What follows belongs to an exercise in optimizing a design on an open flow for small area, a short achievable clock period and few clock cycles per item; a production flow would make more cautious choices.
Function was checked by simulation only, so behaviour that the tests miss may differ from the original.
Power figures rest on the tool's default switching activity, not on a simulated workload.

== run 1 ==
==> flow/design.v (excerpt) <==
module aluTop (
	input  logic                            clk,
	input  logic                            rstN,
	input  logic                            start,
	input  logic [aluPkg::operandWidth-1:0] a,
	input  logic [aluPkg::operandWidth-1:0] b,
	input  aluPkg::opcodeT                  op,
	output logic                            done,
	output logic [aluPkg::resultWidth-1:0]  result,
	output logic [aluPkg::errorWidth-1:0]   error
);
Size: roughly 3,000 cells after synthesis, roughly 72 flip-flops, roughly 74 I/O pins, ~21,000 µm² of cells after synthesis.
export LEC_CHECK = 0
export ABC_AREA = 1
export CAP_MARGIN = 20
export CORE_MARGIN = 2
export CORE_UTILIZATION = 40
export GPL_ROUTABILITY_DRIVEN = 0
export SLEW_MARGIN = 20
create_clock -name core_clock -period 40.0 [get_ports {clk}]
standard.sh (not shown) runs the stock make flow with config.mk's settings and CLKGATE_MAP_FILE= SYNTH_SCRIPT=/design/flow/synth_recipe.tcl, a recipe that flattens the netlist after the stock synthesis.
==> flow/flow/run.sh <==
#!/bin/bash
# Own layout flow: the standard flow (standard.sh, unchanged synthesis), with
# - port buffers of a stronger cell than the smallest one buffer_ports picks by default,
# - timing repair aiming past the required slack (the clock and constraints are unchanged),
#   with resizing free to change a cell's footprint.
set -euo pipefail
MARGIN=$(cat flow/margin.txt)
bash standard.sh \
	"BUFFER_PORTS_ARGS=-buffer_cell sky130_fd_sc_hd__buf_4" \
	"SETUP_SLACK_MARGIN=$MARGIN" \
	"MATCH_CELL_FOOTPRINT=0" \
	finish > standard_flow.log 2>&1
==> flow/flow/margin.txt <==
24.5
Run 1 | status: complete | timing, DRC, antenna: pass
Testbench counts of run 1, summed over its fixed seeds: cycles 8,000, items 8,000.
Inputs modified between run 1 and run 2:
- GPL_ROUTABILITY_DRIVEN: 0 -> unset
## What came out
- Cmp run 2 and run 1 / minimum period implied by the final worst setup slack / lower: run 1
- Count of filler cells inserted in the layout went up slightly going from run 1 to run 2.
- Detailed route, run 2 vs run 1: via total higher for run 2
For run 3, these inputs were changed with respect to run 2:
==> flow/flow/margin.txt <==
25
Results
Relative to run 2, the count of plain and timing-repair buffers of run 3 is higher by 40%. The post-cts resize count in run 3 is 1.9 times that in run 2. On run 3: post-route core utilization is 1.8 points higher than what run 2 gave. Where total power is concerned, run 2 is better than run 3. Run 3 ends up with higher setup slack than run 2 does. Higher sequential share of layout area was reported by run 2, not run 3. Between run 2 and run 3, the detailed router's first-iteration violation count does not differ in any meaningful way. Between run 2 and run 3, count of nets after finishing increased.
Changes in run 4 relative to run 3:
- a change of CAP_MARGIN from 20 to 5
- a change of SLEW_MARGIN from 20 to 5
==> flow/flow/margin.txt <==
24.5
[summary]
Quantity of I/O buffers inserted on ports: run 4 vs run 3 identical
Vias: run 4 below run 3
Lower area of all sequential standard cells goes to run 4 over run 3.
Data required time at the worst endpoint of run 3 is on par with run 4.
The inputs of run 5 differ from those of run 4 as listed below.
- CAP_MARGIN now 20, was 5
- SLEW_MARGIN now 20, was 5
diff --git a/flow/flow/run.sh b/flow/flow/run.sh
--- a/flow/flow/run.sh
+++ b/flow/flow/run.sh
@@ -8,3 +8,3 @@
 bash standard.sh \
-	"BUFFER_PORTS_ARGS=-buffer_cell sky130_fd_sc_hd__buf_4" \
+	"BUFFER_PORTS_ARGS=-buffer_cell sky130_fd_sc_hd__buf_2" \
 	"SETUP_SLACK_MARGIN=$MARGIN" \
==> flow/flow/margin.txt <==
25
--- outcome ---
Sort run 4 and run 5 by total internal power, descending, and run 5 comes first.
Run 5 ended up with a lower detailed-routing iteration count for the pre-antenna-repair pass than run 4 did.
Against run 4, run 5 comes in 0.40% higher on average wire length per cell after detail routing.
Headroom to the max-slew limit on run 5 is down relative to run 4.
Hold slack delta for run 5 relative to run 4: 0.013 ns lower
Run 5 ends up with a flip-flop and latch share of the layout cell area that is 0.16 points lower than in run 4.
Number of ordinary and repair buffers in the finished layout (higher): run 5
In run 5 relative to run 4, routed length on met2 had gone up slightly.
Of run 4 and run 5, the run reporting the lower minimum clock period after layout was run 5.
The fraction of area in multi-input gates of run 5 falls short of that of run 4 by 0.72 points.

port drivers added, routing unchanged:
No port has a modelled driver above. Below, the same layouts with a new extraction and two added sets of constraints.
Step 1 assumes that a clkbuf_16 drives the clock port and a buf_2 every other input.
Step 2 adds t to the input delays and takes it off the output delays; t is the mean of the earliest and latest rising clock arrival at the registers after step 1. Input paths then give back, and output paths get back, about the clock's delay inside the block.
a / b / c = ideal ports / drivers / drivers and shift; a / b = the first two.
run	t (ns)	setup slack, ns	worst slew at a driven data input, ns
run 1	0.408	25.003 / 24.951 / 24.664	0.09
run 2	0.412	24.904 / 24.854 / 24.784	0.11
run 3	0.416	25.332 / 25.277 / 25.080	0.10
run 4	0.412	24.904 / 24.854 / 24.784	0.11
run 5	0.422	25.264 / 25.211 / 25.132	0.10
After both steps setup and hold are still met in every run listed. The setup slack of run 1, which loses most, moves by -0.052 ns with the drivers and by -0.339 ns with both steps.
